This design comes from an exercise in tuning for small area on the open sky130 flow, not from production work.
At most, simulation tests tie the RTL to the original design; equivalence was not proved.
Only the layout flow was run in runs 1 and 2; the RTL was not checked for function there.
Power and IR drop assume default switching activity. The clock port is modelled as an ideal driver; clocking choices that lean on that would not hold on a real chip.

File: flow/remap.tcl
# Re-map the combinational logic of the standard synthesis netlist for area.
# Every flip-flop instance is kept as it is (same name, same cell, same output
# net); only the gates between them are rebuilt by ABC from the cells' logic
# functions. The flip-flops come in renamed to KEEP_<cell> (see run.sh) so that
# they stay black boxes here.
yosys -import
set lib $::env(REMAP_LIB)
read_liberty -ignore_miss_func $lib
read_verilog $::env(REMAP_STUBS)
read_verilog $::env(REMAP_IN)
hierarchy -top $::env(REMAP_TOP)
flatten
# Hide every net name but the ports' and the flip-flop outputs', so that the
# ports and registers keep naming their nets after re-mapping.
yosys select -set ports $::env(REMAP_TOP)/i:* $::env(REMAP_TOP)/o:* %u
yosys "select -set qnets $::env(REMAP_TOP)/t:KEEP_* %x:+\[Q\] $::env(REMAP_TOP)/w:* %i"
yosys rename -hide $::env(REMAP_TOP)/w:* @ports @qnets %u %d
yosys select -clear
opt -purge
set dont_use {}
foreach c $::env(REMAP_DONT_USE) { lappend dont_use -dont_use $c }
abc -liberty $lib {*}$dont_use -script $::env(REMAP_ABC)
opt_clean -purge
read_liberty -lib -overwrite -ignore_miss_func $lib
splitnets
opt_clean -purge
hilomap -singleton -hicell sky130_fd_sc_hd__conb_1 HI -locell sky130_fd_sc_hd__conb_1 LO
insbuf -buf sky130_fd_sc_hd__buf_4 A X
check -assert
stat -liberty $lib
write_verilog -noattr -nohex -nodec -selected $::env(REMAP_OUT)
File: design.v
`timescale 1ns/1ps
`default_nettype none
module rvCoreTop (
  input  wire         clk,
  input  wire         reset,
  output wire         wb_cyc,
  output wire         wb_stb,
  output wire         wb_we,
  output wire [31:0]  wb_adr,
  output wire [31:0]  wb_dat_w,
  output wire [3:0]   wb_sel,
  input  wire [31:0]  wb_dat_r,
  input  wire         wb_ack,
  output wire [63:0]  retired_count
);
  localparam logic [3:0] S_INIT  = 4'd0,    
                         S_FETCH = 4'd1,    
                         S_EXEC  = 4'd2,    
                         S_BR2   = 4'd3,    
                         S_STS   = 4'd4,    
                         S_MEMR  = 4'd5,    
                         S_MEMW  = 4'd6,    
                         S_GL    = 4'd7,    
                         S_GWL   = 4'd8,    
                         S_GS    = 4'd9,    
                         S_L     = 4'd10,   
                         S_XL    = 4'd11,   
                         S_XS    = 4'd12,   
                         S_C     = 4'd13,   
                         S_FSLT  = 4'd14;   
  logic [3:0]   st;
  logic [2:0]   ph;
  logic         req;
  logic [31:0]  D;
  logic [31:0]  A;
  logic [31:0]  P;
  logic [3:0]   idxc;     
  logic [2:0]   f3c;      
  logic [2:0]   cnt;
  logic [1:0]   sr;
  logic         c1;
  logic         c2;
  logic         zf;       
  logic [63:0]  retired;
  wire ph0 = (ph == 3'd0);
  wire ph7 = (ph == 3'd7);
  wire ack = req & wb_ack;
  wire inExec = (st == S_EXEC);
  wire flag   = zf;
  wire sgn    = zf;
  wire       b6 = D[6];
  wire       b5 = D[5];
  wire       b4 = D[4];
  wire       b3 = D[3];
  wire       b2 = D[2];
  wire [2:0] f3 = D[14:12];
  wire isALU   = b4 & ~b2;
  wire isLUI   = b4 & b2 & b5;
  wire isAUIPC = b4 & b2 & ~b5;
  wire isJAL   = ~b4 & b6 & b3;
  wire isJALR  = ~b4 & b6 & ~b3 & b2;
  wire isBR    = ~b4 & b6 & ~b2;
  wire isLD    = ~b4 & ~b6 & ~b5;
  wire isST    = ~b4 & ~b6 & b5;
  wire isOPR   = isALU & b5;
  wire isSH    = isALU & (f3[1:0] == 2'b01);
  wire isSLT   = isALU & (f3[2:1] == 2'b01);
  wire isJ     = isJAL | isJALR;
  wire       isU  = b4 & b2;
  wire       fmtI = ~isU & ~isJAL & ~isBR & ~isST;
  wire       sgnI = D[31];
  logic [3:0] immd;
  always_comb
  begin
    case (ph)
      3'd0:    immd = isU ? 4'b0 : {(fmtI | isJAL) ? D[23:21] : D[10:8],
                                    fmtI ? D[20] : (isST & D[7])};
      3'd1:    immd = isU ? 4'b0 : {D[27:25], (fmtI | isJAL) ? D[24] : D[11]};
      3'd2:    immd = isU ? 4'b0 : {isJAL ? D[20] : (isBR ? D[7] : D[31]), D[30:28]};
      3'd3:    immd = (isU | isJAL) ? D[15:12] : {4{sgnI}};
      3'd4:    immd = (isU | isJAL) ? D[19:16] : {4{sgnI}};
      3'd5:    immd = isU ? D[23:20] : {4{sgnI}};
      3'd6:    immd = isU ? D[27:24] : {4{sgnI}};
      default: immd = isU ? D[31:28] : {4{sgnI}};
    endcase
  end
  wire [3:0] fourd = ph0 ? 4'b0100 : 4'b0000;
  logic [3:0]  wd;
  logic        wen;
  wire  [3:0]  rs1    = D[18:15];
  wire  [3:0]  rs2sel = inExec ? D[23:20] : idxc;
  logic [15:0][3:0] heads;
  assign heads[0] = 4'b0;
  genvar g;
  generate
    for (g = 1; g < 16; g++)
    begin : rf
      logic [31:0] r;
      wire we = wen & (idxc == g);
      always_ff @(posedge clk)
        r <= {we ? wd : r[3:0], r[31:4]};
      assign heads[g] = r[3:0];
    end
  endgenerate
  wire [3:0] r1 = heads[rs1];
  wire [3:0] r2 = heads[rs2sel];
  wire [3:0] Pd = P[3:0];
  wire [3:0] XR  = (isAUIPC | isJ) ? Pd : (isLUI ? 4'b0 : r1);
  wire [3:0] YR  = (isOPR | isBR) ? r2 : (isJ ? fourd : immd);
  wire       sub = isBR | isSLT | (isOPR & (f3 == 3'b000) & D[30]);
  wire       cin1 = ph0 ? sub : c1;
  wire [4:0] s1  = {1'b0, XR} + {1'b0, YR ^ {4{sub}}} + {4'b0, cin1};
  logic [3:0] res;
  always_comb
  begin
    if (isALU)
      case (f3)
        3'b000:         res = s1[3:0];
        3'b100:         res = XR ^ YR;
        3'b110:         res = XR | YR;
        3'b111:         res = XR & YR;
        3'b001, 3'b101: res = XR;           
        default:        res = 4'b0;         
      endcase
    else
      res = s1[3:0];
  end
  wire ltu  = ~s1[4];
  wire lts  = ltu ^ XR[3] ^ YR[3];
  wire zacc = (ph0 | zf) & (s1[3:0] == 4'b0);
  wire cond = isBR ? (((f3[2] ? (f3[1] ? ltu : lts) : zacc)) ^ f3[0])
                   : (f3[0] ? ltu : lts);
  wire [3:0] XN = (st == S_INIT) ? 4'b0 : ((inExec & isJALR) ? r1 : Pd);
  wire [3:0] YN = inExec ? (isJ ? immd : fourd)
                         : ((st == S_BR2) ? (flag ? immd : fourd) : 4'b0);
  wire       cin2 = ph0 ? 1'b0 : c2;
  wire [4:0] s2 = {1'b0, XN} + {1'b0, YN} + {4'b0, cin2};
  wire [3:0] nd = {s2[3:2], ph0 ? 2'b00 : s2[1:0]};
  wire pw = (inExec & ~isBR) | (st == S_BR2) | (st == S_INIT);
  wire aw = (inExec & ~isBR) | (st == S_BR2) | (st == S_INIT) | (st == S_GL) | (st == S_GWL)
          | ((st == S_XL) & ~(ph[2] & ph[1])) | (st == S_C);
  wire [3:0] ain = (inExec & (isLD | isST)) ? s1[3:0] : nd;
  wire       right = f3c[2];
  wire       isXL  = (st == S_XL);
  wire       rnz   = (sr != 2'b00);
  wire [2:0] tl    = ~cnt + {2'b0, ~rnz};    
  wire [2:0] t     = ((st == S_GS) & ~right) ? tl : cnt;
  wire [3:0] pt    = {1'b0, ph} + {1'b0, t};
  wire       rot   = pt[3];
  wire lo_inv_ld = f3c[1] ? 1'b0 : (f3c[0] ? ph[2] : (ph[2] | ph[1]));
  wire lo_inv    = isXL ? lo_inv_ld : (~right & ph0 & rnz);
  wire fill      = isXL & sgn;
  wire [3:0] lo  = lo_inv ? {4{fill}} : D[3:0];
  wire [3:0] hi  = D[7:4];
  wire [1:0] rp  = isXL ? 2'b00 : (right ? sr : (2'b00 - sr));
  wire [7:0] win = {hi, lo};
  wire [3:0] xout = win[rp +: 4];
  always_comb
  begin
    wen = 1'b0;
    wd  = xout;
    if (inExec)
    begin
      wen = b4 | (b6 & b2);
      wd  = res;
    end
    else if (st == S_FSLT)
    begin
      wen = 1'b1;
      wd  = {3'b000, flag};
    end
    else if ((st == S_XL) | (st == S_XS))
      wen = 1'b1;
  end
  wire [3:0] stin = ((f3c[1:0] == 2'b00) & (ph[2] | ph[1])) ? D[27:24]
                  : (((f3c[1:0] == 2'b01) & ph[2]) ? D[19:16] : r2);
  wire       rfill = right & ((st == S_GS) | (st == S_XS));
  wire [3:0] topin = (st == S_STS) ? stin
                   : ((st == S_L) ? ((~right & rot) ? 4'b0 : r2)
                                  : (rfill ? {4{sgn}} : D[3:0]));
  wire dsh  = (st == S_STS) | (st == S_L) | (st == S_XL) | (st == S_XS)
            | (((st == S_GL) | (st == S_GS)) & rot);
  wire dcap = ack & ~wb_we;
  always_ff @(posedge clk)
  begin
    if (dcap)
      D <= wb_dat_r;
    else if (dsh)
      D <= {topin, D[31:4]};
  end
  always_ff @(posedge clk)
    P <= {pw ? nd : Pd, P[31:4]};
  genvar j;
  generate
    for (j = 0; j < 8; j++)
    begin : adig
      always_ff @(posedge clk)
        if (aw & (ph == j))
          A[4*j +: 4] <= ain;    
    end
  endgenerate
  wire isSTr = ~wb_dat_r[6] & wb_dat_r[5] & ~wb_dat_r[4];
  always_ff @(posedge clk)
  begin
    c1   <= s1[4];
    c2   <= s2[4];
    if (inExec)
      zf <= ph7 ? cond : zacc;
    else if ((st == S_L) & ph7)
      zf <= f3c[1] & r2[3];
    else if (isXL & (ph == {1'b0, f3c[0], 1'b1}))
      zf <= D[3] & ~f3c[2];
    if (ack & ~wb_we & (st != S_MEMR))    
    begin
      idxc <= isSTr ? wb_dat_r[23:20] : wb_dat_r[10:7];
      f3c  <= {wb_dat_r[14], wb_dat_r[13] | (wb_dat_r[4] & wb_dat_r[30]), wb_dat_r[12]};
    end
    if (inExec & ph0 & (isLD | isST))
      cnt <= {s1[1:0], 1'b0};    
    if (inExec & ph0 & isSH)
      {cnt, sr} <= b5 ? {cnt[2], r2} : D[24:20];
    if (inExec & (ph == 3'd1) & isSH & b5)
      cnt[2] <= r2[0];
    if ((st == S_MEMW) & ack)
      cnt <= ph;
  end
  always_ff @(posedge clk)
  begin
    if (reset)
    begin
      st      <= S_INIT;
      ph      <= 3'd0;
      req     <= 1'b0;
    end
    else
    begin
      ph <= ph + 3'd1;
      if (ack)
        req <= 1'b0;
      case (st)
        S_INIT, S_BR2:
          if (ph7)
          begin
            st  <= S_FETCH;
            req <= 1'b1;
          end
        S_XL, S_XS:
        begin
          if (ph == 3'd5)
            req <= 1'b1;
          if (ph7)
            st <= wb_ack ? S_EXEC : S_FETCH;
        end
        S_FETCH:
          if (ph7 & (~req | wb_ack))
            st <= S_EXEC;
        S_EXEC:
          if (ph7)
          begin
            if (isBR)
              st <= S_BR2;
            else if (isLD)
            begin
              st  <= S_MEMR;
              req <= 1'b1;
            end
            else if (isST)
              st <= S_STS;
            else if (isSH)
              st <= S_L;
            else
            begin
              st  <= isSLT ? S_FSLT : S_FETCH;
              req <= 1'b1;
            end
          end
        S_FSLT:
          st <= S_FETCH;
        S_STS:
          if (ph7)
          begin
            st  <= S_MEMW;
            req <= 1'b1;
          end
        S_MEMR:
          if (wb_ack)
          begin
            if ((~pt[3] & ~(ph[2] & ph[1])) | ph7)
              st <= S_GL;
            else
              st <= S_GWL;
          end
        S_GWL:
          if (ph7)
            st <= S_GL;
        S_GL:
          if (ph7)
            st <= S_XL;
        S_L:
          if (ph7)
            st <= S_GS;
        S_GS:
          if (ph7)
            st <= S_XS;
        S_MEMW:
          if (wb_ack)
            st <= S_C;
        S_C:
          if (ph == cnt)
          begin
            st  <= S_FETCH;
            req <= 1'b1;
          end
        default:
          st <= S_INIT;
      endcase
    end
  end
  wire rinc = inExec & ph7;
  wire [8:0] gcy;
  assign gcy[0] = rinc;
  genvar gi;
  generate
    for (gi = 0; gi < 8; gi++)
    begin : rg
      wire [7:0] x = retired[8*gi +: 8];
      assign gcy[gi+1] = gcy[gi] & (&x);
      always_ff @(posedge clk)
        retired[8*gi +: 8] <= reset ? 8'd0 : (x + {7'd0, gcy[gi]});
    end
  endgenerate
  assign wb_cyc        = req;
  assign wb_stb        = req;
  assign wb_we         = (st == S_MEMW);
  assign wb_adr        = {A[31:2], 2'b00};
  assign wb_dat_w      = D;
  assign wb_sel        = f3c[1] ? 4'b1111
                       : (f3c[0] ? (cnt[2] ? 4'b1100 : 4'b0011) : (4'b0001 << cnt[2:1]));
  assign retired_count = retired;
endmodule
`default_nettype wire
File: flow/keep_stubs.v
(* blackbox *) module KEEP_dfxtp_1 (input CLK, input D, output Q); endmodule
(* blackbox *) module KEEP_edfxtp_1 (input CLK, input D, input DE, output Q); endmodule
File: flow/run.sh
#!/bin/bash
# Layout flow: the standard ORFS flow (standard.sh) with three changes.
#  1. After the standard synthesis, the gates between the flip-flops are
#     re-mapped by ABC for area (flow/remap.tcl). Every flip-flop keeps its
#     instance name, cell type and output net. If anything about that step
#     fails or changes a flip-flop, the standard netlist is used unchanged.
#  2. Port buffers use the smallest buffer cell (every port still gets one).
#  3. The clock tree uses clkbuf_16 with larger sink clusters and no dummy loads.
# Logs: synth_make.log, remap_yosys.log, finish_make.log here; ORFS's own logs
# under orfs/logs.
set -uo pipefail
cd "$(dirname "$0")/.."
export BUFFER_PORTS_ARGS="-buffer_cell sky130_fd_sc_hd__buf_1"
export CTS_ARGS="-sink_clustering_enable -repair_clock_nets -dont_use_dummy_load -buf_list sky130_fd_sc_hd__clkbuf_16 -sink_clustering_size 30 -sink_clustering_max_diameter 100"

bash standard.sh synth > synth_make.log 2>&1 || exit 1

R=orfs/results/${FLOW_PLATFORM:-sky130hd}/rvCoreTop/base
NET=$R/1_2_yosys.v
YOSYS=${FLOW_HOME:-/OpenROAD-flow-scripts/flow}/../tools/install/yosys/bin/yosys
[[ -x $YOSYS ]] || YOSYS=yosys
LIB=${FLOW_HOME:-/OpenROAD-flow-scripts/flow}/platforms/sky130hd/lib/sky130_fd_sc_hd__tt_025C_1v80.lib
cp $NET remap_standard.v
flops() { grep -oE "^\s*(sky130_fd_sc_hd__|KEEP_)(dfxtp_1|edfxtp_1)\s+\S+" "$1" | sed -E 's/KEEP_/sky130_fd_sc_hd__/; s/^\s+//; s/\s+/ /g' | sort; }
ok=0
if ! grep -qE "^\s*sky130_fd_sc_hd__(df|edf|sdf|sedf|dl[xr]|dfb|dfr|dfs)\w*\s" <(sed -E 's/^(\s*)sky130_fd_sc_hd__(dfxtp_1|edfxtp_1)(\s)/\1KEEP/' $NET); then
  sed -E 's/^(\s*)sky130_fd_sc_hd__(dfxtp_1|edfxtp_1)(\s)/\1KEEP_\2\3/' remap_standard.v > remap_in.v
  DU=$(sed -n '/DONT_USE_CELLS/,/^#/p' ${FLOW_HOME:-/OpenROAD-flow-scripts/flow}/platforms/sky130hd/config.mk | grep -oE "sky130_fd_sc_hd__\w+" | tr '\n' ' ')
  if REMAP_LIB=$LIB REMAP_IN=remap_in.v REMAP_STUBS=flow/keep_stubs.v REMAP_OUT=remap_out.v \
     REMAP_ABC=flow/area.abc REMAP_TOP=${FLOW_TOP:-rvCoreTop} REMAP_DONT_USE="$DU" \
     $YOSYS -c flow/remap.tcl > remap_yosys.log 2>&1; then
    sed -E 's/^(\s*)KEEP_(dfxtp_1|edfxtp_1)(\s)/\1sky130_fd_sc_hd__\2\3/' remap_out.v > remap_final.v
    if cmp -s <(flops remap_standard.v) <(flops remap_final.v) && [[ $(flops remap_final.v | wc -l) -gt 0 ]] \
       && ! grep -q "KEEP_" remap_final.v; then
      ok=1
    fi
  fi
fi
if [[ $ok == 1 ]]; then
  echo "remap: using the re-mapped netlist" >> remap_yosys.log
  cp remap_final.v $NET
  touch $NET
else
  echo "remap: keeping the standard netlist" >> remap_yosys.log
fi

bash standard.sh finish > finish_make.log 2>&1
File: standard.sh
#!/bin/bash
# synth_recipe.tcl (not shown) runs the flow's synth.tcl, then flattens the netlist and writes it again
# the make line also repeats each setting of config.mk as NAME=value (left out here)
make -C /OpenROAD-flow-scripts/flow DESIGN_CONFIG=/design/flow/config.mk WORK_HOME=/design/flow/orfs CLKGATE_MAP_FILE= SYNTH_SCRIPT=/design/flow/synth_recipe.tcl "${@:-finish}"
File: config.mk
export PLATFORM = sky130hd
export DESIGN_NAME = rvCoreTop
export DESIGN_NICKNAME = rvCoreTop
export VERILOG_FILES = /design/flow/design.v
export SDC_FILE = /design/flow/constraint.sdc
export NUM_CORES = 4
export LEC_CHECK = 0
export CAP_MARGIN = 20
export CORE_MARGIN = 2
export CORE_UTILIZATION = 40
export SLEW_MARGIN = 20
File: constraint.sdc
create_clock -name core_clock -period 10.0 [get_ports {clk}]
set_input_delay 2.0000 -clock core_clock [delete_from_list [all_inputs] [get_ports {clk}]]
set_output_delay 2.0000 -clock core_clock [all_outputs]
set_load 0.01 [all_outputs]
File: flow/area.abc
strash; dc2; &get -n; &deepsyn -T 30; &put; dc2; &get -n; &deepsyn -T 30 -S 3; &put; dch -f; amap -F 20 -A 50
==> run summary, run 1 <==
Chip Height = 223 um
Longest Clk Path Bufs = 3
CP startpoint kind = flip-flop
Postcts setup bufs = 0
Mapped Area = 19,300 um^2
Overall power = 4.01 mW
Layout cells sized above 1 = 2.41%
Final setup margin = 1180 ps
Max Fanout on Critical Path = 9
Final Hold Slack = 292 ps
Grt total ovfl = 0
Power Density = 187 nW/um^2
CTS Buf Count = 27
Static Leak = 7.67 nW
Final hold viol count = 0
First DRT Iteration DRCs = 1,323
Initial antenna violation count = 2
Max stage delay cell, worst path = dfxtp_1
RSZ-0062 raised after global routing = false
Num rows = 80
Status = complete, no violations
Avg Inst Size Synth = 11.6 um^2
Final Max Tran Viols = 0
Post-route ant nets = 0
Final core utilization = 44.9%
Number of global-route vias before repair = 12,500
Critical Path RT = 10,530 ps
Clock-pin slew of the registers on the worst-case setup and hold paths = 110 ps
CTS tree = built
CTS hold repair buffers = 0
Worst path most repeated cell = and3_1
Worst Skew = 78.6 ps
Post-DP HPWL = 42,500 um
Nets = 1,905
Ports = 170
Placed cell count = 2,456
Die area = 50,000 um^2
Clock latency on the worst-skew pair = 620 ps
H-tree depth = 1
Maximum vdd drop = 151 uV
Count of TritonRoute iterations in the first routing pass = 7
Routed wire length = 55,300 um
Fmax = 113 MHz
CORE AREA = 47,600 um^2
Period minus WS final = 8820 ps
CP Class = flip-flop to flip-flop
Fin area = 21,400 um^2
Routed len/inst = 22.3 um
DP Area = 20,700 um^2
Count of input and output buffers = 167
Resized cells post-CTS = 0
Synth warn = 1
Setup TNS = 0 ps
Final setup viols = 0
Finished Layout Cells = 2,484
Dpl ws = 1350 ps
CP Data Arrival Time = 9350 ps
Hold crit path type = flip-flop to flip-flop
Register area = 14,000 um^2
Crit. End Element = flip-flop
Gpl congestion = 0.961
Sink Count = 661
Vias = 13,200
Layout area overhead = 11.1%
Vias/cell = 5.33
DRC Markers = 0
Fill cells = 4,511
First-pass GRT wire length = 80,800 um
Clock Tree Root = clkbuf_16
Max_cap viols = 0
Largest net degree at the start of global routing = 69
Reg2reg path depth = 39
CP max stage delay = 490 ps
GR Util All Layers = 21.7%
Initial core utilization = 40.4%
Fin crit share = 88.2%
Die Wd = 223 um
Slew margin rel. = 18.1%
Area of the multi-input gates = 4580 um^2
Tightest Pin Transition = 1230 ps
Hold depth = 0
Post-synthesis cell count = 1,666
==> critical path: cells and delay by family, from the launching register on <==
| kind | cells | cell delay [ps] |
|---|---|---|
| and+or+nand+nor | 34 | 7430 |
| buffers and inverters | 3 | 590 |
| DFF | 1 | 490 |
| AOI/OAI and AO/OA | 2 | 190 |
==> final timing paths <==
| check | startpoint | endpoint | slack, ps |
|---|---|---|---|
| min reg2reg | P[9]$_DFF_P_ | P[5]$_DFF_P_ | 290 |
| max | st[1]$_SDFFE_PP0P_ | retired[63]$_SDFF_PP0_ | 1180 |
| max reg2reg | st[1]$_SDFFE_PP0P_ | retired[63]$_SDFF_PP0_ | 1180 |
| min | P[9]$_DFF_P_ | P[5]$_DFF_P_ | 290 |
==> layer usage <==
metal,track usage (%),wire (um),vias up
met5,0,13,-
met4,8.99,2560,2
met3,2.87,2890,139
met2,37.2,26100,483
li1,-,-,6257
met1,27.7,23800,6362
==> cell usage in the layout (no fill, tap or decap), drive strengths merged, types with 3 or more instances in the layout <==
cell / instances
and2: 24
nor3: 86
o41ai: 3
clkinv: 174
dfxtp: 586
o22ai: 105
buf: 182
a32oi: 3
o221ai: 19
clkbuf: 28
o21a: 4
o32a: 10
o31ai: 5
nor2: 215
and3: 41
a221oi: 18
a31oi: 11
a222oi: 17
nand3: 8
o22a: 30
o211ai: 4
o21ai: 56
or2: 6
o32ai: 5
edfxtp: 75
or3: 7
a21oi: 63
nand2: 53
==> power by group <==
| group | total, mW | switching [mW] | leakage [nW] | internal, mW |
|---|---|---|---|---|
| Clock | 1.23 | 0.747 | 0.333 | 0.484 |
| Sequential | 2.69 | 0.00622 | 5.43 | 2.69 |
| Combinational | 0.0844 | 0.0600 | 1.91 | 0.0244 |
| Total | 4.01 | 0.813 | 7.67 | 3.19 |
==> state kept, by name (all words and copies together), names as in the netlist <==
name,flops
f3c,3
cnt,3
A,30
req,1
c2,1
P,32
zf,1
ph,3
retired,64
st,4
rf.r,480
sr,2
c1,1
idxc,4
D,32
==> layout make-up <==
| class | count | share of cell area [%] |
|---|---|---|
| Antenna cell | 1 | 0.0117 |
| Clock buffer | 27 | 3.15 |
| Inverter | 174 | 3.05 |
| Multi-Input combinational cell | 823 | 21.4 |
| Sequential cell | 661 | 65.3 |
| Tap cell | 615 | 3.59 |
| Timing Repair Buffer | 183 | 3.49 |
==> inputs of run 2 (changes only) <==
--- a/flow/run.sh
+++ b/flow/run.sh
@@ -1,7 +1,7 @@
 #!/bin/bash
 # Layout flow: the standard ORFS flow (standard.sh) with three changes.
 #  1. After the standard synthesis, the gates between the flip-flops are
-#     re-mapped by ABC for area (flow/remap.tcl). Every flip-flop keeps its
+#     re-mapped by ABC for area (flow/remap.tcl; four seeds, the smallest kept). Every flip-flop keeps its
 #     instance name, cell type and output net. If anything about that step
 #     fails or changes a flip-flop, the standard netlist is used unchanged.
 #  2. Port buffers use the smallest buffer cell (every port still gets one).
@@ -26,10 +26,24 @@
 if ! grep -qE "^\s*sky130_fd_sc_hd__(df|edf|sdf|sedf|dl[xr]|dfb|dfr|dfs)\w*\s" <(sed -E 's/^(\s*)sky130_fd_sc_hd__(dfxtp_1|edfxtp_1)(\s)/\1KEEP/' $NET); then
   sed -E 's/^(\s*)sky130_fd_sc_hd__(dfxtp_1|edfxtp_1)(\s)/\1KEEP_\2\3/' remap_standard.v > remap_in.v
   DU=$(sed -n '/DONT_USE_CELLS/,/^#/p' ${FLOW_HOME:-/OpenROAD-flow-scripts/flow}/platforms/sky130hd/config.mk | grep -oE "sky130_fd_sc_hd__\w+" | tr '\n' ' ')
-  if REMAP_LIB=$LIB REMAP_IN=remap_in.v REMAP_STUBS=flow/keep_stubs.v REMAP_OUT=remap_out.v \
-     REMAP_ABC=flow/area.abc REMAP_TOP=${FLOW_TOP:-rvCoreTop} REMAP_DONT_USE="$DU" \
-     $YOSYS -c flow/remap.tcl > remap_yosys.log 2>&1; then
-    sed -E 's/^(\s*)KEEP_(dfxtp_1|edfxtp_1)(\s)/\1sky130_fd_sc_hd__\2\3/' remap_out.v > remap_final.v
+  # Four ABC runs with different random seeds, in parallel; keep the smallest.
+  for seed in 0 1 2 3; do
+    echo "strash; dc2; &get -n; &deepsyn -T 40 -S $seed; &put; dc2; &get -n; &deepsyn -T 40 -S $((seed + 4)); &put; dch -f; amap -F 20 -A 50" > remap_$seed.abc
+    REMAP_LIB=$LIB REMAP_IN=remap_in.v REMAP_STUBS=flow/keep_stubs.v REMAP_OUT=remap_out_$seed.v \
+      REMAP_ABC=remap_$seed.abc REMAP_TOP=${FLOW_TOP:-rvCoreTop} REMAP_DONT_USE="$DU" \
+      timeout 900 $YOSYS -c flow/remap.tcl > remap_yosys_$seed.log 2>&1 &
+  done
+  wait
+  best=""; best_area=""
+  for seed in 0 1 2 3; do
+    a=$(grep -E "Chip area for module" remap_yosys_$seed.log | tail -1 | awk '{print $NF}')
+    if [[ -n "$a" && -s remap_out_$seed.v ]] && grep -q "^End of script" remap_yosys_$seed.log; then
+      if [[ -z "$best" ]] || awk -v x="$a" -v y="$best_area" 'BEGIN{exit !(x < y)}'; then best=$seed; best_area=$a; fi
+    fi
+  done
+  echo "remap: areas $(grep -hE "Chip area for module" remap_yosys_*.log | awk '{print $NF}' | tr '\n' ' '); best seed $best" > remap_yosys.log
+  if [[ -n "$best" ]]; then
+    sed -E 's/^(\s*)KEEP_(dfxtp_1|edfxtp_1)(\s)/\1sky130_fd_sc_hd__\2\3/' remap_out_$best.v > remap_final.v
     if cmp -s <(flops remap_standard.v) <(flops remap_final.v) && [[ $(flops remap_final.v | wc -l) -gt 0 ]] \
        && ! grep -q "KEEP_" remap_final.v; then
       ok=1
removed: flow/area.abc
==> run summary, run 2 <==
RR Endpoint = retired[63]$_SDFF_PP0_
Register area = 14,000 um^2
Worst R2R Setup Slack = 890 ps
Fill cells = 4,472
H-tree depth = 1
Critical Path RT = 10,490 ps
Clock Tree Root = clkbuf_16
Commonest non-fill, non-tap cells in the layout = dfxtp_1 (585), nor2_1 (200), buf_1 (166), clkinv_1 (149), nor3_1 (89)
Layout cells sized above 1 = 2.55%
Longest Clk Path Bufs = 3
Synth warn = 1
Vias/cell = 5.36
Number of global-route vias before repair = 12,300
Fin crit share = 91.1%
RSZ-0062 raised after global routing = false
CP endpoint = retired[63]$_SDFF_PP0_
CTS Buf Count = 26
Post-synthesis cell count = 1,644
Post-route ant nets = 0
Period minus WS final = 9110 ps
Static Leak = 7.56 nW
Die area = 49,700 um^2
Max Fanout on Critical Path = 8
Mapped Area = 19,200 um^2
Gpl congestion = 0.959
Area of the multi-input gates = 4640 um^2
Status = complete, no violations
Vias = 13,200
Final hold viol count = 0
Crit. End Element = flip-flop
CP startpoint = st[1]$_SDFFE_PP0P_
CP Class = flip-flop to flip-flop
Post-DP HPWL = 37,400 um
Final setup viols = 0
Most common cell after layout, fill and taps aside = dfxtp_1
Sink Count = 661
Nets = 1,879
Fmax = 110 MHz
Reg2Reg Launch Point = st[1]$_SDFFE_PP0P_
DRC Markers = 0
CP startpoint kind = flip-flop
Power Density = 187 nW/um^2
CTS hold repair buffers = 0
Max_cap viols = 0
CP Data Arrival Time = 9610 ps
Postcts setup bufs = 0
Worst path most repeated cell = and3_1
Clock latency on the worst-skew pair = 620 ps
Largest net degree at the start of global routing = 70
First-pass GRT wire length = 75,200 um
Die Wd = 223 um
Num rows = 80
Top flop regs = rf.r: 480 flops, retired: 64 flops
Ports = 170
Final core utilization = 44.9%
Largest Register = rf.r
Hold crit path type = flip-flop to flip-flop
Setup TNS = 0 ps
CORE AREA = 47,500 um^2
Overall power = 4.00 mW
Tightest Pin Transition = 1110 ps
GR Util All Layers = 19.8%
Chip Height = 223 um
Clock-pin slew of the registers on the worst-case setup and hold paths = 110 ps
Avg Inst Size Synth = 11.7 um^2
Maximum vdd drop = 155 uV
Slew margin rel. = 25.8%
Layout area overhead = 11.3%
Grt total ovfl = 0
Routed wire length = 50,400 um
Worst Skew = 95.2 ps
Reg2reg path depth = 38
Initial antenna violation count = 1
CP max stage delay = 530 ps
Max stage delay cell, worst path = dfxtp_1
Routed len/inst = 20.5 um
CTS tree = built
Count of input and output buffers = 167
Final Max Tran Viols = 0
Initial core utilization = 40.4%
Max reg flops = 480
First DRT Iteration DRCs = 1,344
Count of TritonRoute iterations in the first routing pass = 6
Resized cells post-CTS = 0
## run 2: worst min-delay path by stage
stage / slack, ps / startpoint / cells past startpoint / end
2_1_floorplan: 310 / P[4]$_DFF_P_ / 0 / P[0]$_DFF_P_
3_3_place_gp: 310 / rf[2].r[7]$_DFF_P_ / 0 / rf[2].r[3]$_DFF_P_
3_5_place_dp: 310 / P[10]$_DFF_P_ / 0 / P[6]$_DFF_P_
4_1_cts: 270 / rf[12].r[18]$_DFF_P_ / 0 / rf[12].r[14]$_DFF_P_
5_1_grt: 290 / rf[5].r[27]$_DFF_P_ / 0 / rf[5].r[23]$_DFF_P_
6_report: 270 / rf[12].r[18]$_DFF_P_ / 0 / rf[12].r[14]$_DFF_P_
## run 2: stage by stage
step	setup WS [ps]	cells	hold slack [ps]	area, um^2
final	887	2459	272	21400
after global routing	70.9	2458	291	21400
after detailed placement	922	2430	312	20700
after CTS	847	2456	271	21300
after floorplan	1730	1645	310	19200
after global placement	1190	2430	310	20700
## run 2: area by class of cell
class                   count  area share, %
diodes                      2         0.0234
multi-input cells         826           21.7
repair buffers            180           3.49
flip-flops and latches    661           65.5
clock buffers              26           3.05
well taps                 615           3.60
inverters                 149           2.62
## run 2: layer usage
metal,track usage (%),up-vias,share of wire [%]
li1,-,6188,-
met1,27.5,6314,45
met2,31.9,549,45
met3,3.20,124,6.7
met4,6.32,0,3.5
met5,0,-,0
## run 2: power breakdown
group          leakage, nW  switching, mW  internal (mW)  total, mW
Sequential            5.42         0.0102           2.69       2.70
Clock                0.320          0.738          0.468       1.21
Combinational         1.82         0.0689         0.0262     0.0952
## run 2: critical path, delay by kind of cell (launching register included)
family	cells	cell delay (ps)
and+or+nand+nor	34	7710
DFF	1	530
buffers and inverters	2	570
AOI/OAI and AO/OA	2	200
==> inputs of run 3 (changes only) <==
--- a/design.v
+++ b/design.v
@@ -26,8 +26,7 @@
                          S_L     = 4'd10,   
                          S_XL    = 4'd11,   
                          S_XS    = 4'd12,   
-                         S_C     = 4'd13,   
-                         S_FSLT  = 4'd14;   
+                         S_C     = 4'd13;   
   logic [3:0]   st;
   logic [2:0]   ph;
   logic         req;
@@ -40,14 +39,15 @@
   logic [1:0]   sr;
   logic         c1;
   logic         c2;
-  logic         zf;       
+  logic         zf;
+  logic         flag;
+  logic         sgn;
+  logic         sltw;
   logic [63:0]  retired;
   wire ph0 = (ph == 3'd0);
   wire ph7 = (ph == 3'd7);
   wire ack = req & wb_ack;
   wire inExec = (st == S_EXEC);
-  wire flag   = zf;
-  wire sgn    = zf;
   wire       b6 = D[6];
   wire       b5 = D[5];
   wire       b4 = D[4];
@@ -164,7 +164,7 @@
       wen = b4 | (b6 & b2);
       wd  = res;
     end
-    else if (st == S_FSLT)
+    else if (sltw)
     begin
       wen = 1'b1;
       wd  = {3'b000, flag};
@@ -204,12 +204,10 @@
   begin
     c1   <= s1[4];
     c2   <= s2[4];
-    if (inExec)
-      zf <= ph7 ? cond : zacc;
-    else if ((st == S_L) & ph7)
-      zf <= f3c[1] & r2[3];
-    else if (isXL & (ph == {1'b0, f3c[0], 1'b1}))
-      zf <= D[3] & ~f3c[2];
+    zf   <= zacc;
+    sltw <= inExec & ph7 & isSLT;
+    if (inExec & ph7)
+      flag <= cond;
     if (ack & ~wb_we & (st != S_MEMR))    
     begin
       idxc <= isSTr ? wb_dat_r[23:20] : wb_dat_r[10:7];
@@ -223,6 +221,10 @@
       cnt[2] <= r2[0];
     if ((st == S_MEMW) & ack)
       cnt <= ph;
+    if ((st == S_L) & ph7)
+      sgn <= f3c[1] & r2[3];
+    if (isXL & (ph == {1'b0, f3c[0], 1'b1}))
+      sgn <= D[3] & ~f3c[2];
   end
   always_ff @(posedge clk)
   begin
@@ -270,12 +272,10 @@
               st <= S_L;
             else
             begin
-              st  <= isSLT ? S_FSLT : S_FETCH;
+              st  <= S_FETCH;
               req <= 1'b1;
             end
           end
-        S_FSLT:
-          st <= S_FETCH;
         S_STS:
           if (ph7)
           begin
==> run summary, run 3 <==
Number of global-route vias before repair = 12,100
Layout cells sized above 1 = 2.66%
CTS Buf Count = 26
H-tree depth = 1
Clock Tree Root = clkbuf_16
First-pass GRT wire length = 75,300 um
Vias = 13,000
CP max stage delay = 540 ps
Fin crit share = 89.2%
Final core utilization = 44.8%
GR Util All Layers = 19.9%
First DRT Iteration DRCs = 1,374
Largest Register = rf.r
Clock-pin slew of the registers on the worst-case setup and hold paths = 110 ps
Worst R2R Setup Slack = 1080 ps
Area of the multi-input gates = 4470 um^2
Clock latency on the worst-skew pair = 630 ps
Post-synthesis cell count = 1,639
CTS hold repair buffers = 0
Nets = 1,878
Grt total ovfl = 0
Max Fanout on Critical Path = 10
Max reg flops = 480
Die area = 49,700 um^2
Chip Height = 223 um
Register area = 14,100 um^2
RSZ-0062 raised after global routing = false
Routed wire length = 50,700 um
Crit. End Element = flip-flop
Tightest Pin Transition = 1100 ps
Maximum vdd drop = 184 uV
Initial core utilization = 40.3%
Final Hold Slack = 286 ps
Largest net degree at the start of global routing = 70
Worst Skew = 95.0 ps
Num rows = 80
DRC Markers = 0
CP startpoint kind = flip-flop
Gpl congestion = 0.952
Fin area = 21,300 um^2
Period minus WS final = 8920 ps
Status = complete, no violations
Max_cap viols = 0
Overall power = 4.03 mW
Hold crit path type = flip-flop to flip-flop
Sink Count = 664
Critical Path RT = 10,560 ps
Post-route ant nets = 0
Final setup viols = 0
Most common cell after layout, fill and taps aside = dfxtp_1
Setup TNS = 0 ps
Vias/cell = 5.28
Mapped Area = 19,200 um^2
Postcts setup bufs = 0
Finished Layout Cells = 2,458
DP Area = 20,700 um^2
Ports = 170
Slew margin rel. = 26.1%
Final Max Tran Viols = 0
Power Density = 189 nW/um^2
Layout area overhead = 11.2%
Commonest non-fill, non-tap cells in the layout = dfxtp_1 (588), nor2_1 (191), buf_1 (166), clkinv_1 (163), o22ai_1 (108)
Avg Inst Size Synth = 11.7 um^2
Die Wd = 223 um
CORE AREA = 47,500 um^2
Fmax = 112 MHz
Static Leak = 7.66 nW
Worst path most repeated cell = and3_1
Max stage delay cell, worst path = dfxtp_1
Post-DP HPWL = 38,100 um
Count of TritonRoute iterations in the first routing pass = 9
CP Data Arrival Time = 9480 ps
Routed len/inst = 20.6 um
Resized cells post-CTS = 0
Dpl ws = 1220 ps
Initial antenna violation count = 2
CP Class = flip-flop to flip-flop
Top flop regs = rf.r: 480 flops, retired: 64 flops
CTS tree = built
Final hold viol count = 0
Placed cell count = 2,430
Fill cells = 4,429
Longest Clk Path Bufs = 3
Final setup margin = 1080 ps
Synth warn = 1
Count of input and output buffers = 167
==> run 3: cell type report <==
type / count / area share [%]
well taps: 615 / 3.61
diodes: 2 / 0.0235
multi-input cells: 804 / 21.0
repair buffers: 184 / 3.55
clock buffers: 26 / 3.05
flip-flops and latches: 664 / 65.9
inverters: 163 / 2.87
==> run 3: routing by layer <==
layer  track usage, %  share of wire (%)
met2             32.1                 46
met5                0                  0
met1             28.1                 46
met4             5.78                3.1
met3             2.73                5.2
==> run 3: worst paths after layout <==
kind                           start                     end  cells past startpoint
hold reg to reg   rf[7].r[8]$_DFF_P_      rf[7].r[4]$_DFF_P_                      0
setup / recovery    ph[1]$_SDFF_PP0_  retired[63]$_SDFF_PP0_                     39
hold / removal    rf[7].r[8]$_DFF_P_      rf[7].r[4]$_DFF_P_                      0
setup reg to reg    ph[1]$_SDFF_PP0_  retired[63]$_SDFF_PP0_                     39
==> run 3: power by group <==
group          internal [mW]  switching [mW]
sequential              2.71          0.0117
combinational         0.0273          0.0683
clock                  0.467           0.740
==> run 3: worst max-delay path: cells and delay by family (launching register included) <==
family	cells	cell delay, ps
AO/OA/AOI/OAI	2	190
buffers and inverters	3	610
flip-flops	1	540
AND/OR/NAND/NOR	34	7540
==> inputs of run 4 (changes only) <==
--- a/flow/run.sh
+++ b/flow/run.sh
@@ -11,7 +11,7 @@
 set -uo pipefail
 cd "$(dirname "$0")/.."
 export BUFFER_PORTS_ARGS="-buffer_cell sky130_fd_sc_hd__buf_1"
-export CTS_ARGS="-sink_clustering_enable -repair_clock_nets -dont_use_dummy_load -buf_list sky130_fd_sc_hd__clkbuf_16 -sink_clustering_size 30 -sink_clustering_max_diameter 100"
+export CTS_ARGS="-sink_clustering_enable -repair_clock_nets -dont_use_dummy_load -buf_list sky130_fd_sc_hd__clkbuf_16 -sink_clustering_size 32 -sink_clustering_max_diameter 100"
 
 bash standard.sh synth > synth_make.log 2>&1 || exit 1
 
==> run summary, run 4 <==
Worst R2R Setup Slack = 1090 ps
Slew margin rel. = 25.8%
Number of global-route vias before repair = 12,000
Postcts setup bufs = 0
Tightest Pin Transition = 1100 ps
Count of TritonRoute iterations in the first routing pass = 6
First DRT Iteration DRCs = 1,484
Num rows = 80
Die area = 49,700 um^2
Longest Clk Path Bufs = 3
Status = complete, no violations
Max_cap viols = 0
CP max stage delay = 550 ps
Nets = 1,877
Top flop regs = rf.r: 480 flops, retired: 64 flops
Period minus WS final = 8910 ps
Sink Count = 664
DP Area = 20,700 um^2
CP Data Arrival Time = 9470 ps
Critical Path RT = 10,560 ps
Initial core utilization = 40.3%
Vias/cell = 5.27
Final setup viols = 0
Commonest non-fill, non-tap cells in the layout = dfxtp_1 (588), nor2_1 (191), buf_1 (166), clkinv_1 (163), o22ai_1 (108)
Final Max Tran Viols = 0
Fin area = 21,300 um^2
Reg2reg path depth = 39
Max Fanout on Critical Path = 10
Post-synthesis cell count = 1,639
Synth warn = 1
CTS Buf Count = 25
Grt total ovfl = 0
Maximum vdd drop = 167 uV
Fin crit share = 89.1%
Routed len/inst = 20.6 um
WHS Endpoint = rf[5].r[22]$_DFF_P_
CP bufs+invs = 3
Ports = 170
Setup TNS = 0 ps
Routed wire length = 50,600 um
Clock latency on the worst-skew pair = 610 ps
Largest Register = rf.r
CP Class = flip-flop to flip-flop
CORE AREA = 47,500 um^2
Overall power = 4.01 mW
DRC Markers = 0
Post-DP HPWL = 38,100 um
Hold wc startpoint = rf[5].r[26]$_DFF_P_
Avg Inst Size Synth = 11.7 um^2
Gpl congestion = 0.952
Post-route ant nets = 0
Delay-heaviest family, CP = simple AND/OR/NAND/NOR gates
RR Endpoint = retired[63]$_SDFF_PP0_
Power Density = 188 nW/um^2
Static Leak = 7.65 nW
Worst Skew = 83.8 ps
Initial antenna violation count = 2
Die Wd = 223 um
Most common cell after layout, fill and taps aside = dfxtp_1
Hold depth = 0
Final core utilization = 44.8%
Layout area overhead = 11.0%
Mapped Area = 19,200 um^2
Hold crit path type = flip-flop to flip-flop
Layout cells sized above 1 = 2.61%
Max stage delay cell, worst path = dfxtp_1
RSZ-0062 raised after global routing = false
Largest net degree at the start of global routing = 70
GR Util All Layers = 19.9%
CP startpoint kind = flip-flop
Fmax = 112 MHz
First-pass GRT wire length = 75,100 um
Reg2Reg Launch Point = ph[1]$_SDFF_PP0_
CTS hold repair buffers = 0
Count of input and output buffers = 167
Max reg flops = 480
Chip Height = 223 um
Final hold viol count = 0
Clock-pin slew of the registers on the worst-case setup and hold paths = 120 ps
Worst path most repeated cell = and3_1
Vias = 13,000
Resized cells post-CTS = 0
CTS tree = built
Crit. End Element = flip-flop
Clock Tree Root = clkbuf_16
H-tree depth = 1
==> run 4: worst max path at each step <==
stage | start | to | slack, ps | depth (start not counted)
floorplan | ph[1]$_SDFF_PP0_ | retired[63]$_SDFF_PP0_ | 2230 | 38
global placement | ph[1]$_SDFF_PP0_ | retired[63]$_SDFF_PP0_ | 1610 | 39
detailed placement | ph[1]$_SDFF_PP0_ | retired[63]$_SDFF_PP0_ | 1220 | 39
CTS | ph[1]$_SDFF_PP0_ | retired[63]$_SDFF_PP0_ | 1180 | 39
global route | ph[1]$_SDFF_PP0_ | retired[63]$_SDFF_PP0_ | 170 | 39
finish | ph[1]$_SDFF_PP0_ | retired[63]$_SDFF_PP0_ | 1090 | 39
==> run 4: stage by stage <==
step | cells | hold WS [ps] | setup slack [ps]
2_1_floorplan | 1640 | 310 | 2230
3_3_place_gp | 2430 | 310 | 1610
3_5_place_dp | 2430 | 312 | 1220
4_1_cts | 2455 | 282 | 1180
5_1_grt | 2457 | 292 | 166
6_report | 2457 | 289 | 1090
==> run 4: cell type report <==
type	count	area, um^2
diodes	2	5.00
flip-flops and latches	664	14100
well taps	615	769
clock buffers	25	626
repair buffers	184	756
multi-input cells	804	4470
inverters	163	612
fillers	4415	26300
==> run 4: worst reg2reg max path, delay by kind of cell, from the launching register on <==
kind                   cells  cell delay (ps)
and+or+nand+nor           34             7540
AOI/OAI and AO/OA          2              190
DFF                        1              550
buffers and inverters      3              620
==> run 4: routing by layer <==
| metal | global-route usage (%) | wire length (um) | up-vias |
|---|---|---|---|
| li1 | - | - | 6157 |
| met1 | 28.3 | 23200 | 6283 |
| met2 | 31.8 | 23300 | 436 |
| met3 | 2.59 | 2790 | 77 |
| met4 | 5.52 | 1320 | 0 |
| met5 | 0 | 0 | - |
==> run 4: power breakdown <==
part / internal, mW / switching [mW]
logic: 0.0273 / 0.0681
clock network: 0.451 / 0.738
registers: 2.71 / 0.0117
total: 3.19 / 0.818
==> inputs of run 5 (changes only) <==
--- a/flow/run.sh
+++ b/flow/run.sh
@@ -11,7 +11,7 @@
 set -uo pipefail
 cd "$(dirname "$0")/.."
 export BUFFER_PORTS_ARGS="-buffer_cell sky130_fd_sc_hd__buf_1"
-export CTS_ARGS="-sink_clustering_enable -repair_clock_nets -dont_use_dummy_load -buf_list sky130_fd_sc_hd__clkbuf_16 -sink_clustering_size 32 -sink_clustering_max_diameter 100"
+export CTS_ARGS="-sink_clustering_enable -repair_clock_nets -dont_use_dummy_load -buf_list sky130_fd_sc_hd__clkbuf_16 -sink_clustering_size 30 -sink_clustering_max_diameter 100"
 
 bash standard.sh synth > synth_make.log 2>&1 || exit 1
 
@@ -28,7 +28,7 @@
   DU=$(sed -n '/DONT_USE_CELLS/,/^#/p' ${FLOW_HOME:-/OpenROAD-flow-scripts/flow}/platforms/sky130hd/config.mk | grep -oE "sky130_fd_sc_hd__\w+" | tr '\n' ' ')
   # Four ABC runs with different random seeds, in parallel; keep the smallest.
   for seed in 0 1 2 3; do
-    echo "strash; dc2; &get -n; &deepsyn -T 40 -S $seed; &put; dc2; &get -n; &deepsyn -T 40 -S $((seed + 4)); &put; dch -f; amap -F 20 -A 50" > remap_$seed.abc
+    echo "strash; dc2; &get -n; &deepsyn -T 70 -S $seed; &put; dc2; &get -n; &deepsyn -T 70 -S $((seed + 4)); &put; dch -f; amap -F 20 -A 50" > remap_$seed.abc
     REMAP_LIB=$LIB REMAP_IN=remap_in.v REMAP_STUBS=flow/keep_stubs.v REMAP_OUT=remap_out_$seed.v \
       REMAP_ABC=remap_$seed.abc REMAP_TOP=${FLOW_TOP:-rvCoreTop} REMAP_DONT_USE="$DU" \
       timeout 900 $YOSYS -c flow/remap.tcl > remap_yosys_$seed.log 2>&1 &
--- a/flow/remap.tcl
+++ b/flow/remap.tcl
@@ -25,7 +25,7 @@
 splitnets
 opt_clean -purge
 hilomap -singleton -hicell sky130_fd_sc_hd__conb_1 HI -locell sky130_fd_sc_hd__conb_1 LO
-insbuf -buf sky130_fd_sc_hd__buf_4 A X
+insbuf -buf sky130_fd_sc_hd__buf_1 A X
 check -assert
 stat -liberty $lib
 write_verilog -noattr -nohex -nodec -selected $::env(REMAP_OUT)
==> run summary, run 5 <==
Worst R2R Setup Slack = 1110 ps
Max stage delay cell, worst path = dfxtp_1
Finished Layout Cells = 2,453
Final core utilization = 44.9%
CP Class = flip-flop to flip-flop
Postcts setup bufs = 0
Layout cells sized above 1 = 2.67%
CTS hold repair buffers = 0
Mapped Area = 19,100 um^2
Vias/cell = 5.25
Maximum vdd drop = 130 uV
CP startpoint kind = flip-flop
GR Util All Layers = 19.2%
Reg2Reg Launch Point = ph[1]$_SDFF_PP0_
Placed cell count = 2,424
Max reg flops = 480
Largest net degree at the start of global routing = 70
Power Density = 190 nW/um^2
Worst Skew = 82.3 ps
Grt total ovfl = 0
Number of global-route vias before repair = 12,300
CP Data Arrival Time = 9410 ps
Final Max Tran Viols = 0
Ports = 170
Overall power = 4.05 mW
Count of input and output buffers = 167
CORE AREA = 47,400 um^2
Largest Register = rf.r
CP max stage delay = 460 ps
Final Hold Slack = 301 ps
Period minus WS final = 8890 ps
Top flop regs = rf.r: 480 flops, retired: 64 flops
Fmax = 113 MHz
Fin area = 21,300 um^2
Post-route ant nets = 0
Fill cells = 4,496
CTS tree = built
Final setup viols = 0
Longest Clk Path Bufs = 3
Setup TNS = 0 ps
DRC Markers = 0
Avg Inst Size Synth = 11.7 um^2
Slew margin rel. = 36.9%
Initial antenna violation count = 2
Hold depth = 0
Routed wire length = 49,100 um
Clock latency on the worst-skew pair = 610 ps
Dpl ws = 1270 ps
Gpl congestion = 0.926
Nets = 1,873
Clock Tree Root = clkbuf_16
Final setup margin = 1110 ps
Sink Count = 664
Post-DP HPWL = 36,600 um
Initial core utilization = 40.2%
H-tree depth = 1
Die area = 49,500 um^2
Hold wc startpoint = rf[9].r[5]$_DFF_P_
Resized cells post-CTS = 0
Tightest Pin Transition = 923 ps
Clock-pin slew of the registers on the worst-case setup and hold paths = 110 ps
Vias = 12,900
Post-synthesis cell count = 1,631
First DRT Iteration DRCs = 1,388
Commonest non-fill, non-tap cells in the layout = dfxtp_1 (588), nor2_1 (191), buf_1 (166), clkinv_1 (157), o22ai_1 (96)
Hold crit path type = flip-flop to flip-flop
DP Area = 20,600 um^2
First-pass GRT wire length = 73,400 um
Static Leak = 7.64 nW
Routed len/inst = 20.0 um
Fin crit share = 88.9%
Synth warn = 1
Max_cap viols = 0
Reg2reg path depth = 38
Crit. End Element = flip-flop
Count of TritonRoute iterations in the first routing pass = 7
Worst path most repeated cell = and3_1
Num rows = 80
Final hold viol count = 0
Most common cell after layout, fill and taps aside = dfxtp_1
Max Fanout on Critical Path = 8
RR Endpoint = retired[63]$_SDFF_PP0_
Die Wd = 222 um
Layout area overhead = 11.6%
WHS Endpoint = rf[9].r[1]$_DFF_P_
Chip Height = 222 um
Status = complete, no violations
Critical Path RT = 10,520 ps
RSZ-0062 raised after global routing = false
CTS Buf Count = 27
==> run 5: how the worst max path moves through the flow <==
stage / start / endpoint / slack (ps) / cells past startpoint
global route: ph[0]$_SDFF_PP0_ / retired[63]$_SDFF_PP0_ / 250 / 38
floorplan: st[1]$_SDFFE_PP0P_ / retired[63]$_SDFF_PP0_ / 2180 / 38
finish: ph[1]$_SDFF_PP0_ / retired[63]$_SDFF_PP0_ / 1110 / 38
detailed placement: ph[1]$_SDFF_PP0_ / retired[63]$_SDFF_PP0_ / 1270 / 38
CTS: ph[1]$_SDFF_PP0_ / retired[63]$_SDFF_PP0_ / 1190 / 38
global placement: ph[1]$_SDFF_PP0_ / retired[63]$_SDFF_PP0_ / 1600 / 38
==> run 5: worst max-delay path: cells and delay by family, from the launching register on <==
| family | cells | cell delay (ps) |
|---|---|---|
| AO/OA/AOI/OAI | 2 | 210 |
| AND/OR/NAND/NOR | 34 | 7730 |
| flip-flops | 1 | 460 |
| buffers and inverters | 2 | 430 |
==> run 5: report_power, final <==
part / total, mW / switching [mW] / internal (mW)
sequential: 2.72 / 0.0101 / 2.71
clock: 1.23 / 0.749 / 0.484
combinational: 0.0965 / 0.0689 / 0.0276
==> run 5: layer usage <==
layer	share of wire, %	routed length, um	global-route usage [%]	up-vias
li1	-	-	-	6138
met1	45	22000	26.1	6189
met2	46	22400	31.0	448
met3	6.2	3040	2.83	113
met4	3.5	1720	7.58	0
met5	0	0	0	-
==> run 5: area by class of cell <==
class | count | area (um^2) | share of cell area (%)
repair buffers | 186 | 771 | 3.62
flip-flops and latches | 664 | 14100 | 66.0
multi-input cells | 802 | 4440 | 20.9
clock buffers | 27 | 676 | 3.17
inverters | 157 | 589 | 2.77
well taps | 615 | 769 | 3.61
diodes | 2 | 5.00 | 0.0235

==> re-timing with driven ports <==
The results above use ideal ports. As a check the final layouts listed here were re-extracted and re-timed, cells and wires unchanged. Step 1: set_driving_cell puts a clkbuf_16 on clk and a buf_2 on each other input, an assumption about the parent block. Step 2 moves the port delays by t, midway between the first and last clock arrival at a register: inputs arrive t later, outputs are due t later. That takes back most of the time a late clock gives input paths. Slacks: no drivers / after step 1 / after step 2; pairs: no drivers / after step 1.
run | shift t [ns] | slack for setup (ns) | cell pins on the clock port's net
run 1 | 0.634 | 1.182 / 1.182 / 1.182 | 1
run 2 | 0.627 | 0.887 / 0.887 / 0.887 | 1
run 3 | 0.633 | 1.082 / 1.082 / 1.082 | 1
run 4 | 0.626 | 1.087 / 1.087 / 1.087 | 1
run 5 | 0.620 | 1.113 / 1.113 / 1.113 | 1
After both steps setup and hold are still met in every run listed.
